This is an optimization exercise on Yosys and OpenROAD, whose aim is small area, not a production implementation.
In this exercise RTL edits were held to simulation tests only and were not proved equivalent to the original.
Power figures rest on the tool's default switching activity, not on a simulated workload.

### flow/downsize.py
#!/usr/bin/env python3
"""Give every combinational cell in a mapped netlist the smallest-area variant
of its family (same function and pins, other drive strength). Registers keep
their cell. Usage: downsize.py LIB NETLIST (rewritten in place)."""
import re
import sys
from collections import defaultdict

lib_path, net_path = sys.argv[1], sys.argv[2]
lib = open(lib_path).read()
area, pins, seq = {}, {}, set()
for m in re.finditer(r'\n\s*cell\s*\(\s*"?(\w+)"?\s*\)\s*\{', lib):
    name = m.group(1)
    start = m.end()
    nxt = lib.find('\n    cell', start)
    body = lib[start:nxt if nxt > 0 else len(lib)]
    a = re.search(r'area\s*:\s*([\d.]+)', body)
    if not a:
        continue
    area[name] = float(a.group(1))
    pins[name] = tuple(sorted(re.findall(r'\bpin\s*\(\s*"?(\w+)"?\s*\)', body)))
    funcs = tuple(sorted(re.findall(r'function\s*:\s*"([^"]*)"', body)))
    pins[name] = (pins[name], funcs)
    if re.search(r'\b(ff|latch|statetable)\s*\(', body):
        seq.add(name)

fam = defaultdict(list)
for n in area:
    if 'lpflow' in n or 'probe' in n or n in seq:
        continue
    m = re.match(r'(sky130_fd_sc_hd__\w+?)_(\d+)$', n)
    if m:
        fam[m.group(1)].append(n)

best = {}
for f, cells in fam.items():
    for c in cells:
        same = [d for d in cells if pins[d] == pins[c]]
        best[c] = min(same, key=lambda d: (area[d], d != c, d))

net = open(net_path).read()
count = defaultdict(int)


def sub(m):
    c = m.group(1)
    b = best.get(c, c)
    if b != c:
        count[(c, b)] += 1
    return b + m.group(2)


net = re.sub(r'\b(sky130_fd_sc_hd__\w+)(\s+\S+\s*\()', sub, net)
open(net_path, 'w').write(net)
for (c, b), n in sorted(count.items()):
    print(f'{n:5d} {c} -> {b}')
### standard.sh
#!/bin/bash
# synth_recipe.tcl (not shown) runs the flow's synth.tcl, then flattens the netlist and writes it again
# the make line also repeats each setting of config.mk as NAME=value (left out here)
make -C /OpenROAD-flow-scripts/flow DESIGN_CONFIG=/design/flow/config.mk WORK_HOME=/design/flow/orfs CLKGATE_MAP_FILE= SYNTH_SCRIPT=/design/flow/synth_recipe.tcl "${@:-finish}"
### design.v
module gpio_mux_ctrl #(
   parameter int          NUM_TEAMS    = 12,
   parameter int          NUM_PINS     = 34,
   parameter logic [31:0] BASE_ADDR    = 32'h3000_0000,
   parameter int          BLANK_CYCLES = 4
) (
   input  logic                          wb_clk_i,
   input  logic                          wb_rst_ni,
   input  logic                          wbs_stb_i,
   input  logic                          wbs_cyc_i,
   input  logic                          wbs_we_i,
   input  logic [3:0]                    wbs_sel_i,
   input  logic [31:0]                   wbs_dat_i,
   input  logic [31:0]                   wbs_adr_i,
   output logic                          wbs_ack_o,
   output logic [31:0]                   wbs_dat_o,
   input  logic [NUM_TEAMS*NUM_PINS-1:0] designs_gpio_out,
   input  logic [NUM_TEAMS*NUM_PINS-1:0] designs_gpio_oeb,
   output logic [NUM_PINS-1:0]           gpio_out,
   output logic [NUM_PINS-1:0]           gpio_oeb,
   output logic                          busy_o
);
   localparam int NUM_WORDS = (NUM_PINS + 3) / 4;
   localparam logic [5:0] CTRL_WORD = 6'h20;
   function automatic logic [3:0] enc(input logic [7:0] v);
      logic lowgrp;
      if (v > 8'd12) begin
         enc = 4'd0;
      end else begin
         lowgrp = (v[3:2] == 2'b00) & (v[1:0] != 2'b00);
         enc = {v[3] | lowgrp, v[2] | lowgrp, v[1:0]};
      end
   endfunction
   function automatic logic [3:0] dec(input logic [3:0] c);
      if ((c[3:2] == 2'b11) && (c[1:0] != 2'b00)) begin
         dec = {2'b00, c[1:0]};
      end else begin
         dec = c;
      end
   endfunction
   logic [2:0]                cnt_r;
   logic [NUM_PINS-1:0]       blank_r;
   logic [NUM_PINS-1:0][3:0]  shadow_r;
   logic [NUM_PINS-1:0][3:0]  active_r;
   logic                      ack_r;
   logic [3:0][3:0]           dat_r;
   logic                      req_s;
   logic                      hit_s;
   logic [5:0]                word_s;
   logic                      wr_s;
   logic                      busy_s;
   logic                      last_s;
   logic                      any_diff_s;
   logic                      commit_s;
   logic                      commit_n_s;
   logic                      keep_s;
   logic [NUM_PINS-1:0]       diff_s;
   logic [NUM_PINS-1:0][3:0]  shadow_d_s;
   logic [NUM_PINS-1:0][3:0]  active_d_s;
   logic [NUM_PINS-1:0]       blank_d_s;
   logic [3:0][3:0]           wcode_s;
   logic [3:0]                bsel_s, bsel_n_s;
   logic [NUM_WORDS-1:0]      wsel_s, wsel_n_s;
   logic [NUM_WORDS-1:0]      rsel_s;
   logic                      rctl_s;
   logic [NUM_WORDS*4-1:0][3:0] shadow_pad_s;
   logic [3:0][3:0]           rcode_s;
   logic [3:0][3:0]           rd_s;
   assign req_s      = wbs_stb_i & wbs_cyc_i & ~ack_r;
   assign hit_s      = (wbs_adr_i[31:8] == BASE_ADDR[31:8]);
   assign word_s     = wbs_adr_i[7:2];
   assign wr_s       = req_s & wbs_we_i & hit_s;
   assign busy_s     = (cnt_r != 3'd0);
   assign last_s     = cnt_r[0] & ~cnt_r[1];
   assign any_diff_s = |diff_s;
   assign commit_s   = wr_s & (word_s == CTRL_WORD) & wbs_sel_i[0] & wbs_dat_i[0] & ~busy_s;
   assign commit_n_s = ~commit_s;
   assign keep_s     = ~last_s & ~commit_s;
   for (genvar b = 0; b < 4; b++) begin : g_lane
      assign wcode_s[b]  = enc(wbs_dat_i[8*b +: 8]);
      assign bsel_s[b]   = wr_s & wbs_sel_i[b];
      assign bsel_n_s[b] = ~bsel_s[b];
   end
   for (genvar k = 0; k < NUM_WORDS; k++) begin : g_wsel
      assign wsel_s[k]   = (word_s == 6'(k));
      assign wsel_n_s[k] = ~wsel_s[k];
   end
   for (genvar p = 0; p < NUM_PINS; p++) begin : g_pin
      localparam int         BYTE = p % 4;
      localparam logic [5:0] WORD = 6'(p / 4);
      logic       we, we_n;
      logic       s1, s2, s3, unown, own;
      logic [3:0] zo, ze;
      logic       mo, me;
      gmc_nand2 u_wn (.a(wsel_s[p/4]), .b(bsel_s[BYTE]), .y(we_n));
      gmc_nor2  u_we (.a(wsel_n_s[p/4]), .b(bsel_n_s[BYTE]), .y(we));
      for (genvar i = 0; i < 4; i++) begin : g_bit
         gmc_ao22 u_sh (.a1(we), .a2(wcode_s[BYTE][i]), .b1(we_n), .b2(shadow_r[p][i]),
                        .y(shadow_d_s[p][i]));
         gmc_ao22 u_ac (.a1(commit_s), .a2(shadow_r[p][i]), .b1(commit_n_s),
                        .b2(active_r[p][i]), .y(active_d_s[p][i]));
      end
      gmc_ne4 u_ne (.a(shadow_r[p]), .b(active_r[p]), .y(diff_s[p]));
      gmc_ao22 u_bl (.a1(commit_s), .a2(diff_s[p]), .b1(keep_s), .b2(blank_r[p]),
                     .y(blank_d_s[p]));
      gmc_nor2b u_s1 (.a(active_r[p][3]), .bn(active_r[p][2]), .y(s1));
      gmc_nor2b u_s2 (.a(active_r[p][2]), .bn(active_r[p][3]), .y(s2));
      gmc_and2  u_s3 (.a(active_r[p][3]), .b(active_r[p][2]), .y(s3));
      gmc_nor2  u_un (.a(active_r[p][3]), .b(active_r[p][2]), .y(unown));
      gmc_nor2  u_ow (.a(unown), .b(blank_r[p]), .y(own));
      for (genvar l = 0; l < 4; l++) begin : g_lo
         localparam int T1 = 3 + l;
         localparam int T2 = 7 + l;
         localparam int T3 = (l == 0) ? 11 : l - 1;
         gmc_aoi222 u_o (.s1(s1), .s2(s2), .s3(s3),
                         .d1(designs_gpio_out[T1*NUM_PINS + p]),
                         .d2(designs_gpio_out[T2*NUM_PINS + p]),
                         .d3(designs_gpio_out[T3*NUM_PINS + p]), .y(zo[l]));
         gmc_aoi222 u_e (.s1(s1), .s2(s2), .s3(s3),
                         .d1(designs_gpio_oeb[T1*NUM_PINS + p]),
                         .d2(designs_gpio_oeb[T2*NUM_PINS + p]),
                         .d3(designs_gpio_oeb[T3*NUM_PINS + p]), .y(ze[l]));
      end
      gmc_mux4 u_mo (.d(zo), .s(active_r[p][1:0]), .y(mo));
      gmc_mux4 u_me (.d(ze), .s(active_r[p][1:0]), .y(me));
      gmc_nor2 u_io (.a(mo), .b(blank_r[p]), .y(gpio_out[p]));
      gmc_nand2 u_ie (.a(me), .b(own), .y(gpio_oeb[p]));
      assign shadow_pad_s[p] = shadow_r[p];
   end
   for (genvar p = NUM_PINS; p < NUM_WORDS*4; p++) begin : g_pad
      assign shadow_pad_s[p] = 4'd0;
   end
   for (genvar k = 0; k < NUM_WORDS; k++) begin : g_rsel
      assign rsel_s[k] = req_s & hit_s & (word_s == 6'(k));
   end
   assign rctl_s = req_s & hit_s & (word_s == CTRL_WORD) & busy_s;
   for (genvar b = 0; b < 4; b++) begin : g_rd
      for (genvar i = 0; i < 4; i++) begin : g_bit
         logic [NUM_WORDS-1:0] col;
         for (genvar k = 0; k < NUM_WORDS; k++) begin : g_w
            assign col[k] = shadow_pad_s[4*k + b][i];
         end
         if (b < NUM_PINS - 4*(NUM_WORDS-1)) begin : g_9
            gmc_andor9 u_ao (.s(rsel_s), .d(col), .y(rcode_s[b][i]));
         end else begin : g_8
            gmc_andor8 u_ao (.s(rsel_s[7:0]), .d(col[7:0]), .y(rcode_s[b][i]));
         end
      end
      if (b == 0) begin : g_ctl
         assign rd_s[b] = dec(rcode_s[b]) | {2'b00, rctl_s, 1'b0};
      end else begin : g_dat
         assign rd_s[b] = dec(rcode_s[b]);
      end
   end
   always_ff @(posedge wb_clk_i or negedge wb_rst_ni) begin
      if (!wb_rst_ni) begin
         ack_r <= 1'b0;
         dat_r <= '0;
      end else begin
         ack_r <= req_s;
         dat_r <= rd_s;
      end
   end
   always_ff @(posedge wb_clk_i or negedge wb_rst_ni) begin
      if (!wb_rst_ni) begin
         cnt_r <= 3'd0;
      end else if (busy_s) begin
         cnt_r <= {~cnt_r[0], cnt_r[2], cnt_r[1]};
      end else begin
         cnt_r <= {commit_s & any_diff_s, 1'b0, commit_s & ~any_diff_s};
      end
   end
   always_ff @(posedge wb_clk_i or negedge wb_rst_ni) begin
      if (!wb_rst_ni) begin
         shadow_r <= '0;
         active_r <= '0;
      end else begin
         shadow_r <= shadow_d_s;
         active_r <= active_d_s;
      end
   end
   always_ff @(posedge wb_clk_i) begin
      blank_r <= blank_d_s;
   end
   for (genvar b = 0; b < 4; b++) begin : g_dat
      assign wbs_dat_o[8*b +: 8] = {4'd0, dat_r[b]};
   end
   assign wbs_ack_o = ack_r;
   assign busy_o    = busy_s;
endmodule
module gmc_ao22 (
   input  logic a1, a2, b1, b2,
   output logic y
);
   assign y = (a1 & a2) | (b1 & b2);
endmodule
module gmc_ne4 (
   input  logic [3:0] a, b,
   output logic       y
);
   assign y = |(a ^ b);
endmodule
module gmc_nor2b (
   input  logic a, bn,
   output logic y
);
   assign y = ~(a | ~bn);
endmodule
module gmc_and2 (
   input  logic a, b,
   output logic y
);
   assign y = a & b;
endmodule
module gmc_nor2 (
   input  logic a, b,
   output logic y
);
   assign y = ~(a | b);
endmodule
module gmc_nand3 (
   input  logic a, b, c,
   output logic y
);
   assign y = ~(a & b & c);
endmodule
module gmc_aoi222 (
   input  logic s1, s2, s3, d1, d2, d3,
   output logic y
);
   assign y = ~((s1 & d1) | (s2 & d2) | (s3 & d3));
endmodule
module gmc_mux4 (
   input  logic [3:0] d,
   input  logic [1:0] s,
   output logic       y
);
   assign y = d[s];
endmodule
module gmc_nand2 (
   input  logic a, b,
   output logic y
);
   assign y = ~(a & b);
endmodule
module gmc_andor9 (
   input  logic [8:0] s, d,
   output logic       y
);
   logic [2:0] z;
   for (genvar g = 0; g < 3; g++) begin : g_grp
      gmc_aoi222 u_a (.s1(s[3*g]), .s2(s[3*g+1]), .s3(s[3*g+2]),
                      .d1(d[3*g]), .d2(d[3*g+1]), .d3(d[3*g+2]), .y(z[g]));
   end
   gmc_nand3 u_n (.a(z[0]), .b(z[1]), .c(z[2]), .y(y));
endmodule
module gmc_andor8 (
   input  logic [7:0] s, d,
   output logic       y
);
   logic [2:0] z;
   for (genvar g = 0; g < 2; g++) begin : g_grp
      gmc_aoi222 u_a (.s1(s[3*g]), .s2(s[3*g+1]), .s3(s[3*g+2]),
                      .d1(d[3*g]), .d2(d[3*g+1]), .d3(d[3*g+2]), .y(z[g]));
   end
   gmc_aoi22 u_b (.s1(s[6]), .s2(s[7]), .d1(d[6]), .d2(d[7]), .y(z[2]));
   gmc_nand3 u_n (.a(z[0]), .b(z[1]), .c(z[2]), .y(y));
endmodule
module gmc_aoi22 (
   input  logic s1, s2, d1, d2,
   output logic y
);
   assign y = ~((s1 & d1) | (s2 & d2));
endmodule
### flow/run.sh
#!/bin/bash
# Standard ORFS layout with three changes:
#  - after the standard synthesis, every combinational cell is given the
#    smallest-area variant of its family (the resizer upsizes where timing,
#    slew or load needs it); registers keep their cells;
#  - the port buffers are the smallest buffer (buf_1);
#  - the clock tree uses small clock buffers, sink clusters of at most 8 and
#    no dummy loads.
set -euo pipefail
R=orfs/results/sky130hd/gpio_mux_ctrl/base
ARGS=('BUFFER_PORTS_ARGS=-buffer_cell sky130_fd_sc_hd__buf_1'
      'CTS_ARGS=-sink_clustering_enable -repair_clock_nets -dont_use_dummy_load -buf_list sky130_fd_sc_hd__clkbuf_4 -sink_clustering_size 8 -sink_clustering_max_diameter 50')
# Layout steps only (not synthesis): also keep the resizer off the largest
# buffers and inverters.
DONT_USE=(sky130_fd_sc_hd__probe_p_8 sky130_fd_sc_hd__probec_p_8 sky130_fd_sc_hd__lpflow_bleeder_1 sky130_fd_sc_hd__lpflow_clkbufkapwr_1 sky130_fd_sc_hd__lpflow_clkbufkapwr_16 sky130_fd_sc_hd__lpflow_clkbufkapwr_2 sky130_fd_sc_hd__lpflow_clkbufkapwr_4 sky130_fd_sc_hd__lpflow_clkbufkapwr_8 sky130_fd_sc_hd__lpflow_clkinvkapwr_1 sky130_fd_sc_hd__lpflow_clkinvkapwr_16 sky130_fd_sc_hd__lpflow_clkinvkapwr_2 sky130_fd_sc_hd__lpflow_clkinvkapwr_4 sky130_fd_sc_hd__lpflow_clkinvkapwr_8 sky130_fd_sc_hd__lpflow_decapkapwr_12 sky130_fd_sc_hd__lpflow_decapkapwr_3 sky130_fd_sc_hd__lpflow_decapkapwr_4 sky130_fd_sc_hd__lpflow_decapkapwr_6 sky130_fd_sc_hd__lpflow_decapkapwr_8 sky130_fd_sc_hd__lpflow_inputiso0n_1 sky130_fd_sc_hd__lpflow_inputiso0p_1 sky130_fd_sc_hd__lpflow_inputiso1n_1 sky130_fd_sc_hd__lpflow_inputiso1p_1 sky130_fd_sc_hd__lpflow_inputisolatch_1 sky130_fd_sc_hd__lpflow_isobufsrc_1 sky130_fd_sc_hd__lpflow_isobufsrc_16 sky130_fd_sc_hd__lpflow_isobufsrc_2 sky130_fd_sc_hd__lpflow_isobufsrc_4 sky130_fd_sc_hd__lpflow_isobufsrc_8 sky130_fd_sc_hd__lpflow_isobufsrckapwr_16 sky130_fd_sc_hd__lpflow_lsbuf_lh_hl_isowell_tap_1 sky130_fd_sc_hd__lpflow_lsbuf_lh_hl_isowell_tap_2 sky130_fd_sc_hd__lpflow_lsbuf_lh_hl_isowell_tap_4 sky130_fd_sc_hd__lpflow_lsbuf_lh_isowell_4 sky130_fd_sc_hd__lpflow_lsbuf_lh_isowell_tap_1 sky130_fd_sc_hd__lpflow_lsbuf_lh_isowell_tap_2 sky130_fd_sc_hd__lpflow_lsbuf_lh_isowell_tap_4 sky130_fd_sc_hd__fill_1 sky130_fd_sc_hd__fill_2 sky130_fd_sc_hd__fill_4 sky130_fd_sc_hd__fill_8 sky130_fd_sc_hd__buf_6 sky130_fd_sc_hd__buf_8 sky130_fd_sc_hd__buf_12 sky130_fd_sc_hd__buf_16 sky130_fd_sc_hd__bufinv_8 sky130_fd_sc_hd__bufinv_16 sky130_fd_sc_hd__inv_8 sky130_fd_sc_hd__inv_12 sky130_fd_sc_hd__inv_16 sky130_fd_sc_hd__clkinv_8 sky130_fd_sc_hd__clkinv_16)
bash standard.sh "${ARGS[@]}" synth > log_synth.log 2>&1
python3 flow/downsize.py "$FLOW_HOME/platforms/sky130hd/lib/sky130_fd_sc_hd__tt_025C_1v80.lib" \
   "$R/1_2_yosys.v" > log_downsize.log 2>&1
rm -f "$R/1_synth.odb" "$R/1_synth.sdc"
bash standard.sh "${ARGS[@]}" "DONT_USE_CELLS=${DONT_USE[*]}" finish > log_finish.log 2>&1
### constraint.sdc
create_clock -name core_clock -period 7.0 [get_ports {wb_clk_i}]
set_input_delay 1.4000 -clock core_clock [delete_from_list [all_inputs] [get_ports {wb_clk_i}]]
set_output_delay 1.4000 -clock core_clock [all_outputs]
set_load 0.01 [all_outputs]
### config.mk
export PLATFORM = sky130hd
export DESIGN_NAME = gpio_mux_ctrl
export DESIGN_NICKNAME = gpio_mux_ctrl
export VERILOG_FILES = /design/flow/design.v
export SDC_FILE = /design/flow/constraint.sdc
export NUM_CORES = 4
export LEC_CHECK = 0
export CAP_MARGIN = 20
export CORE_AREA = 10 10 350 350
export DIE_AREA = 0 0 360 360
export SLEW_MARGIN = 20
export SYNTH_HIERARCHICAL = 1
==> impl_metrics.json, run 1 <==
{
  "grt_max_degree": 117,
  "worst_hold_startpoint": "cnt_r[2]$_DFF_PN0_",
  "placementRows": 124,
  "grt-ovfl-total": 0,
  "num_vias": 21851,
  "layout_commonest_cell": "buf_1",
  "hp-class": "flip-flop to flip-flop",
  "synth_cells": 1653,
  "viasPerCell": 5.18,
  "crit_type": "flip-flop to output pin",
  "slew_viol_final": 0,
  "path_buf_inv": 2,
  "hold_violations": 0,
  "core_um2": 115000,
  "initial_utilization_pct": 16.6,
  "cp_cell_sequence": "nor2b_2, dlygate4sd1_1, a222oi_1, mux4_2, nand2_1, buf_1",
  "grt.busiest_layer": "met2",
  "drtIter0Drc": 2949,
  "fin_tns_setup_ns": 0,
  "tritoncts": "done",
  "min_period_ns": 5.09,
  "layout-drive-gt1-share_pct": 5.49,
  "die_width_um": 360,
  "ir_worst_vdd_mv": 0.0613,
  "io_pins": 991,
  "die_y_um": 360,
  "setup_violations": 0,
  "totalWireLength_um": 127000,
  "numCtsBuffers": 49,
  "cts_resized": 0,
  "fin_crit_sh_pct": 72.8,
  "startpoint_type": "flip-flop",
  "crit_fanout": 6,
  "drv_cap": 0,
  "drtPass1Iterations": 10,
  "post-cts-setup-buffers": 0,
  "avgSynthCellArea_um2": 11.5,
  "grt_use_met1_pct": 22.2,
  "wire_per_inst_um": 30.1,
  "status": "timing/DRC/antenna clean",
  "reg2reg_from": "cnt_r[1]$_DFF_PN0_",
  "critPathTopFamily": "simple AND/OR/NAND/NOR gates",
  "die_area_um2": 130000,
  "ctsHoldBuffers": 0,
  "grt_use_met3_pct": 3.80,
  "cts_root_buffer": "clkbuf_4",
  "fmaxAchievable_mhz": 196,
  "ant_nets": 0,
  "powerDensity_nw_per_um2": 124,
  "skew_ns": 0.0448,
  "fillers": 12718,
  "fin_util_pct": 22.1,
  "layout_common_cells": "buf_1, a222oi_1, a22o_1",
  "grt_pass1_vias": 22241,
  "port_buffers": 972,
  "post-dp-hpwl_um": 107000,
  "startpoint": "active_r[82]$_DFF_PN0_",
  "track_usage_pct": 18.3,
  "ys_warn_count": 7,
  "clkSinkCount": 326,
  "clock_latency_ns": 0.69,
  "slew_headroom_pct": 12.5,
  "cp_data_arrival_time_ns": 3.69,
  "antenna_found_initial": 51,
  "routabilityCongestion": 0.966,
  "drc": 0,
  "grt_first_pass_wirelength_um": 172000,
  "nNetsFinal": 3586,
  "tightest_slew_ns": 1.31,
  "htreeDepth": 2,
  "grt_use_met2_pct": 32.1,
  "cts_buffer_depth": 3,
  "cp_slowest_cell": "nor2b_2",
  "cts.clk_slew.worst_paths_ns": 0.09,
  "netlist_area_um2": 19100,
  "p_leak_nw": 8.91,
  "endpoint_kind": "output pin",
  "critical_path.max_stage_delay_ns": 0.90,
  "area_growth_syn_to_layout_pct": 32.7,
  "crit_required_ns": 5.60,
  "rsz0062_at_grt": "false"
}
==> stage by stage <==
| step | total power (W) | area (um^2) | setup slack, ns | hold WS [ns] | instances |
|---|---|---|---|---|---|
| 2_1_floorplan | 0.00194 | 19100 | 1.59 | 0.457 | 1668 |
| 3_3_place_gp | 0.00220 | 24900 | 2.02 | 0.380 | 4157 |
| 3_5_place_dp | 0.00220 | 24900 | 1.97 | 0.390 | 4158 |
| 4_1_cts | 0.00318 | 25300 | 1.71 | 0.412 | 4207 |
| 5_1_grt | 0.00326 | 25300 | 1.69 | 0.440 | 4213 |
| 6_report | 0.00313 | 25300 | 1.91 | 0.408 | 4222 |
==> per-layer routing <==
| layer | vias up | part of all wire [%] |
|---|---|---|
| li1 | 9394 | - |
| met1 | 10953 | 39 |
| met2 | 1285 | 49 |
| met3 | 203 | 7.9 |
| met4 | 16 | 3.3 |
| met5 | - | 0.072 |
==> layout make-up <==
class	count	area, um^2	share of cell area [%]
Multi-Input combinational cell	1313	11100	43.7
Sequential cell	326	7990	31.6
Timing Repair Buffer	996	3910	15.4
Tap cell	1512	1890	7.48
Clock buffer	49	368	1.45
Inverter	11	43.8	0.173
Antenna cell	15	37.5	0.148
==> worst register-to-register path, stage by stage, from the launching register on <==
cell	delay, ns
dfrtp_1	0.42
or3_1	0.43
and4b_1	0.28
and3_4	0.80
inv_4	0.64
bufbuf_8	0.51
a22o_1	0.38
==> sequential cells by signal, indices dropped and copies added (netlist names) <==
name      flops
blank_r      34
shadow_r    136
ack_r         1
active_r    136
dat_r        16
cnt_r         3
==> power breakdown <==
part,switching [W],total [W],internal (W)
sequential,0.000000268,0.00188,0.00188
clock,0.000646,0.000966,0.000320
combinational,0.000166,0.000288,0.000123
total,0.000812,0.00313,0.00232
==> final timing paths <==
kind / end / slack, ns / depth (start not counted)
worst max-delay path: gpio_oeb[20] / 1.91 / 6
worst min-delay path: cnt_r[1]$_DFF_PN0_ / 0.41 / 0
worst max register to register: active_r[122]$_DFF_PN0_ / 3.40 / 6
worst min register to register: cnt_r[1]$_DFF_PN0_ / 0.41 / 0
max in group asynchronous: active_r[120]$_DFF_PN0_ / 4.62 / 2
min in group asynchronous: active_r[130]$_DFF_PN0_ / 0.77 / 1
==> run 2, diff against run 1 <==
--- a/design.v
+++ b/design.v
@@ -38,6 +38,7 @@
          dec = c;
       end
    endfunction
+   logic                      init_r;
    logic [2:0]                cnt_r;
    logic [NUM_PINS-1:0]       blank_r;
    logic [NUM_PINS-1:0][3:0]  shadow_r;
@@ -53,6 +54,8 @@
    logic                      any_diff_s;
    logic                      commit_s;
    logic                      commit_n_s;
+   logic                      act_ld_s;
+   logic                      act_hold_s;
    logic                      keep_s;
    logic [NUM_PINS-1:0]       diff_s;
    logic [NUM_PINS-1:0][3:0]  shadow_d_s;
@@ -72,18 +75,20 @@
    assign wr_s       = req_s & wbs_we_i & hit_s;
    assign busy_s     = (cnt_r != 3'd0);
    assign last_s     = cnt_r[0] & ~cnt_r[1];
-   assign any_diff_s = |diff_s;
+   assign any_diff_s = (|diff_s) & ~init_r;
    assign commit_s   = wr_s & (word_s == CTRL_WORD) & wbs_sel_i[0] & wbs_dat_i[0] & ~busy_s;
    assign commit_n_s = ~commit_s;
    assign keep_s     = ~last_s & ~commit_s;
+   assign act_ld_s   = commit_s & ~init_r;
+   assign act_hold_s = commit_n_s & ~init_r;
    for (genvar b = 0; b < 4; b++) begin : g_lane
       assign wcode_s[b]  = enc(wbs_dat_i[8*b +: 8]);
-      assign bsel_s[b]   = wr_s & wbs_sel_i[b];
-      assign bsel_n_s[b] = ~bsel_s[b];
+      assign bsel_s[b]   = (wr_s & wbs_sel_i[b]) | init_r;
+      assign bsel_n_s[b] = ~(wr_s & wbs_sel_i[b]);
    end
    for (genvar k = 0; k < NUM_WORDS; k++) begin : g_wsel
-      assign wsel_s[k]   = (word_s == 6'(k));
-      assign wsel_n_s[k] = ~wsel_s[k];
+      assign wsel_s[k]   = (word_s == 6'(k)) | init_r;
+      assign wsel_n_s[k] = ~(word_s == 6'(k));
    end
    for (genvar p = 0; p < NUM_PINS; p++) begin : g_pin
       localparam int         BYTE = p % 4;
@@ -97,17 +102,17 @@
       for (genvar i = 0; i < 4; i++) begin : g_bit
          gmc_ao22 u_sh (.a1(we), .a2(wcode_s[BYTE][i]), .b1(we_n), .b2(shadow_r[p][i]),
                         .y(shadow_d_s[p][i]));
-         gmc_ao22 u_ac (.a1(commit_s), .a2(shadow_r[p][i]), .b1(commit_n_s),
+         gmc_ao22 u_ac (.a1(act_ld_s), .a2(shadow_r[p][i]), .b1(act_hold_s),
                         .b2(active_r[p][i]), .y(active_d_s[p][i]));
       end
       gmc_ne4 u_ne (.a(shadow_r[p]), .b(active_r[p]), .y(diff_s[p]));
-      gmc_ao22 u_bl (.a1(commit_s), .a2(diff_s[p]), .b1(keep_s), .b2(blank_r[p]),
+      gmc_ao22 u_bl (.a1(act_ld_s), .a2(diff_s[p]), .b1(keep_s), .b2(blank_r[p]),
                      .y(blank_d_s[p]));
       gmc_nor2b u_s1 (.a(active_r[p][3]), .bn(active_r[p][2]), .y(s1));
       gmc_nor2b u_s2 (.a(active_r[p][2]), .bn(active_r[p][3]), .y(s2));
       gmc_and2  u_s3 (.a(active_r[p][3]), .b(active_r[p][2]), .y(s3));
       gmc_nor2  u_un (.a(active_r[p][3]), .b(active_r[p][2]), .y(unown));
-      gmc_nor2  u_ow (.a(unown), .b(blank_r[p]), .y(own));
+      gmc_nor3  u_ow (.a(unown), .b(blank_r[p]), .c(init_r), .y(own));
       for (genvar l = 0; l < 4; l++) begin : g_lo
          localparam int T1 = 3 + l;
          localparam int T2 = 7 + l;
@@ -123,7 +128,7 @@
       end
       gmc_mux4 u_mo (.d(zo), .s(active_r[p][1:0]), .y(mo));
       gmc_mux4 u_me (.d(ze), .s(active_r[p][1:0]), .y(me));
-      gmc_nor2 u_io (.a(mo), .b(blank_r[p]), .y(gpio_out[p]));
+      gmc_nor3 u_io (.a(mo), .b(blank_r[p]), .c(init_r), .y(gpio_out[p]));
       gmc_nand2 u_ie (.a(me), .b(own), .y(gpio_oeb[p]));
       assign shadow_pad_s[p] = shadow_r[p];
    end
@@ -131,7 +136,7 @@
       assign shadow_pad_s[p] = 4'd0;
    end
    for (genvar k = 0; k < NUM_WORDS; k++) begin : g_rsel
-      assign rsel_s[k] = req_s & hit_s & (word_s == 6'(k));
+      assign rsel_s[k] = req_s & hit_s & (word_s == 6'(k)) & ~init_r;
    end
    assign rctl_s = req_s & hit_s & (word_s == CTRL_WORD) & busy_s;
    for (genvar b = 0; b < 4; b++) begin : g_rd
@@ -172,12 +177,14 @@
    end
    always_ff @(posedge wb_clk_i or negedge wb_rst_ni) begin
       if (!wb_rst_ni) begin
-         shadow_r <= '0;
-         active_r <= '0;
-      end else begin
-         shadow_r <= shadow_d_s;
-         active_r <= active_d_s;
-      end
+         init_r <= 1'b1;
+      end else begin
+         init_r <= 1'b0;
+      end
+   end
+   always_ff @(posedge wb_clk_i) begin
+      shadow_r <= shadow_d_s;
+      active_r <= active_d_s;
    end
    always_ff @(posedge wb_clk_i) begin
       blank_r <= blank_d_s;
@@ -217,6 +224,12 @@
    output logic y
 );
    assign y = ~(a | b);
+endmodule
+module gmc_nor3 (
+   input  logic a, b, c,
+   output logic y
+);
+   assign y = ~(a | b | c);
 endmodule
 module gmc_nand3 (
    input  logic a, b, c,
==> flow/run.sh (replaced) <==
#!/bin/bash
# Standard ORFS layout with four changes:
#  - after the standard synthesis, every combinational cell is given the
#    smallest-area variant of its family (the resizer upsizes where timing,
#    slew or load needs it); registers keep their cells;
#  - the port buffers are the smallest buffer (buf_1);
#  - the clock tree uses small clock buffers, sink clusters of at most 8 and
#    no dummy loads;
#  - the constant outputs share one tie cell (no tie fan-out repair).
set -euo pipefail
R=orfs/results/sky130hd/gpio_mux_ctrl/base
ARGS=('BUFFER_PORTS_ARGS=-buffer_cell sky130_fd_sc_hd__buf_1'
      'CTS_ARGS=-sink_clustering_enable -repair_clock_nets -dont_use_dummy_load -buf_list sky130_fd_sc_hd__clkbuf_4 -sink_clustering_size 8 -sink_clustering_max_diameter 50')
bash standard.sh "${ARGS[@]}" synth > log_synth.log 2>&1
python3 flow/downsize.py "$FLOW_HOME/platforms/sky130hd/lib/sky130_fd_sc_hd__tt_025C_1v80.lib" \
   "$R/1_2_yosys.v" > log_downsize.log 2>&1
rm -f "$R/1_synth.odb" "$R/1_synth.sdc"
bash standard.sh "${ARGS[@]}" SKIP_REPAIR_TIE_FANOUT=1 finish > log_finish.log 2>&1
==> impl_metrics.json, run 2 <==
{
  "port_buffers": 972,
  "endpoint_kind": "output pin",
  "antenna_found_initial": 41,
  "p_leak_nw": 6.89,
  "cts_buffer_depth": 3,
  "drtIter0Drc": 2892,
  "crit_type": "flip-flop to output pin",
  "crit_fanout": 9,
  "wire_per_inst_um": 27.0,
  "drtPass1Iterations": 9,
  "tightest_slew_ns": 1.14,
  "htreeDepth": 2,
  "powerDensity_nw_per_um2": 132,
  "ir_worst_vdd_mv": 0.0736,
  "cp_slowest_cell": "nor2b_2",
  "placementRows": 124,
  "post-cts-setup-buffers": 0,
  "numCtsBuffers": 53,
  "track_usage_pct": 16.3,
  "hp-class": "flip-flop to flip-flop",
  "startpoint_type": "flip-flop",
  "avgSynthCellArea_um2": 10.8,
  "total_power_w": 0.00317,
  "layout_common_cells": "buf_1, a222oi_1, a22o_1, dfxtp_1, xnor2_1",
  "reg_top3": "active_r (136), shadow_r (136), blank_r (34)",
  "routabilityCongestion": 0.966,
  "layout-drive-gt1-share_pct": 5.63,
  "fmaxAchievable_mhz": 194,
  "area_growth_syn_to_layout_pct": 34.1,
  "fin_crit_sh_pct": 73.7,
  "cts_resized": 0,
  "crit_required_ns": 5.60,
  "cts_root_buffer": "clkbuf_4",
  "num_vias": 21142,
  "drv_cap": 0,
  "clock_latency_ns": 0.78,
  "rsz0062_at_grt": "false",
  "drc": 0,
  "die_y_um": 360,
  "grt_pass1_vias": 21423,
  "grt_first_pass_wirelength_um": 155000,
  "slew_viol_final": 0,
  "clkSinkCount": 327,
  "die_area_um2": 130000,
  "critical_path.max_stage_delay_ns": 0.93,
  "viasPerCell": 5.02,
  "layout_commonest_cell": "buf_1",
  "cp_data_arrival_time_ns": 3.76,
  "ant_nets": 0,
  "ys_warn_count": 7,
  "core_um2": 115000,
  "fin_tns_setup_ns": 0,
  "post-dp-hpwl_um": 96000,
  "grt_max_degree": 171,
  "nNetsFinal": 3571,
  "ctsHoldBuffers": 0,
  "synth_cells": 1658,
  "status": "timing/DRC/antenna clean",
  "grt-ovfl-total": 0,
  "slew_headroom_pct": 24.2,
  "whs_ns": 0.443,
  "initial_utilization_pct": 15.6,
  "cts.clk_slew.worst_paths_ns": 0.09,
  "die_width_um": 360,
  "tritoncts": "done",
  "min_period_ns": 5.16,
  "totalWireLength_um": 114000,
  "io_pins": 991,
  "netlist_area_um2": 17800,
  "hold_violations": 0,
  "skew_ns": 0.0760,
  "cp_cell_sequence": "nor2b_2, a222oi_1, mux4_2, nor3_1, buf_1",
  "setup_violations": 0
}
[run 2: power breakdown]
| group | internal [W] | switching (W) | leakage [nW] |
|---|---|---|---|
| combinational | 0.000126 | 0.000170 | 3.89 |
| clock | 0.000344 | 0.000664 | 0.244 |
| sequential | 0.00186 | 0.00000545 | 2.75 |
| total | 0.00233 | 0.000839 | 6.89 |
[run 2: stage by stage]
| stage | area, um^2 | instances | util [%] | worst slack, ns |
|---|---|---|---|---|
| floorplan | 17800 | 1658 | - | 0.545 |
| global placement | 23500 | 4138 | 20.5 | 2.43 |
| detailed placement | 23500 | 4138 | 20.5 | 2.42 |
| CTS | 23900 | 4191 | 20.9 | 1.65 |
| global route | 23900 | 4207 | 20.9 | 1.54 |
| finish | 23900 | 4213 | 20.9 | 1.84 |
[run 2: metal layers]
layer | up-vias | GRT usage (%) | share of wire [%]
li1 | 9472 | - | -
met1 | 10282 | 19.8 | 41
met2 | 1192 | 27.7 | 48
met3 | 182 | 3.26 | 7.4
met4 | 14 | 6.88 | 4.2
met5 | - | 0 | 0.081
[run 2: worst max-delay path, delay by kind of cell (launching register included)]
| family | cells | cell delay [ns] |
|---|---|---|
| DFF | 1 | 0.45 |
| AOI/OAI and AO/OA | 1 | 0.55 |
| muxes | 1 | 0.55 |
| buffers and inverters | 1 | 0.31 |
| and+or+nand+nor | 2 | 1.11 |
[run 2: worst paths after layout]
path	start	endpoint	slack [ns]	depth (start not counted)
max	active_r[42]$_DFF_P_	gpio_out[10]	1.84	5
min	cnt_r[2]$_DFF_PN0_	cnt_r[1]$_DFF_PN0_	0.44	0
max reg2reg	init_r$_DFF_PN1_	dat_r[2]$_DFF_PN0_	3.56	7
min reg2reg	cnt_r[2]$_DFF_PN0_	cnt_r[1]$_DFF_PN0_	0.44	0
max in group asynchronous	wb_rst_ni	dat_r[15]$_DFF_PN0_	5.62	1
min in group asynchronous	wb_rst_ni	cnt_r[0]$_DFF_PN0_	0.75	1
[run 2: cell type report]
class,instances,area [um^2]
clock buffer,53,398
sequential,327,6660
fill,12669,90600
tap,1512,1890
multi-input combinational,1308,11100
antenna,21,52.6
timing repair buffer,988,3780
inverter,4,15.0

[what the ideal ports hide]
How much do the figures lean on ideal ports? The routed layouts below were timed once more, with nothing changed but the port constraints.
Step 1 (the two cells are an assumption about what drives the block):
set clk [get_ports {wb_clk_i}]
set_driving_cell -lib_cell sky130_fd_sc_hd__clkbuf_16 $clk
set_driving_cell -lib_cell sky130_fd_sc_hd__buf_2 [delete_from_list [all_inputs] $clk]
Step 2 moves the port delays by t, midway between the first and last clock arrival at a register: inputs arrive t later, outputs are due t later. That takes back most of the time a late clock gives input paths.
a / b / c = ideal ports / drivers / drivers and shift; a / b = the first two.
run | t (ns) | setup slack, ns | worst setup path at the end | clock arrival spread, ns | pins driven straight from the clock port
run 1 | 0.741 | 1.905 / 1.834 / 1.915 | input to register | 0.058 / 0.058 | 1
run 2 | 0.795 | 1.842 / 1.791 / 2.413 | input to output | 0.079 / 0.080 | 1
After both steps setup and hold are still met in every run listed.
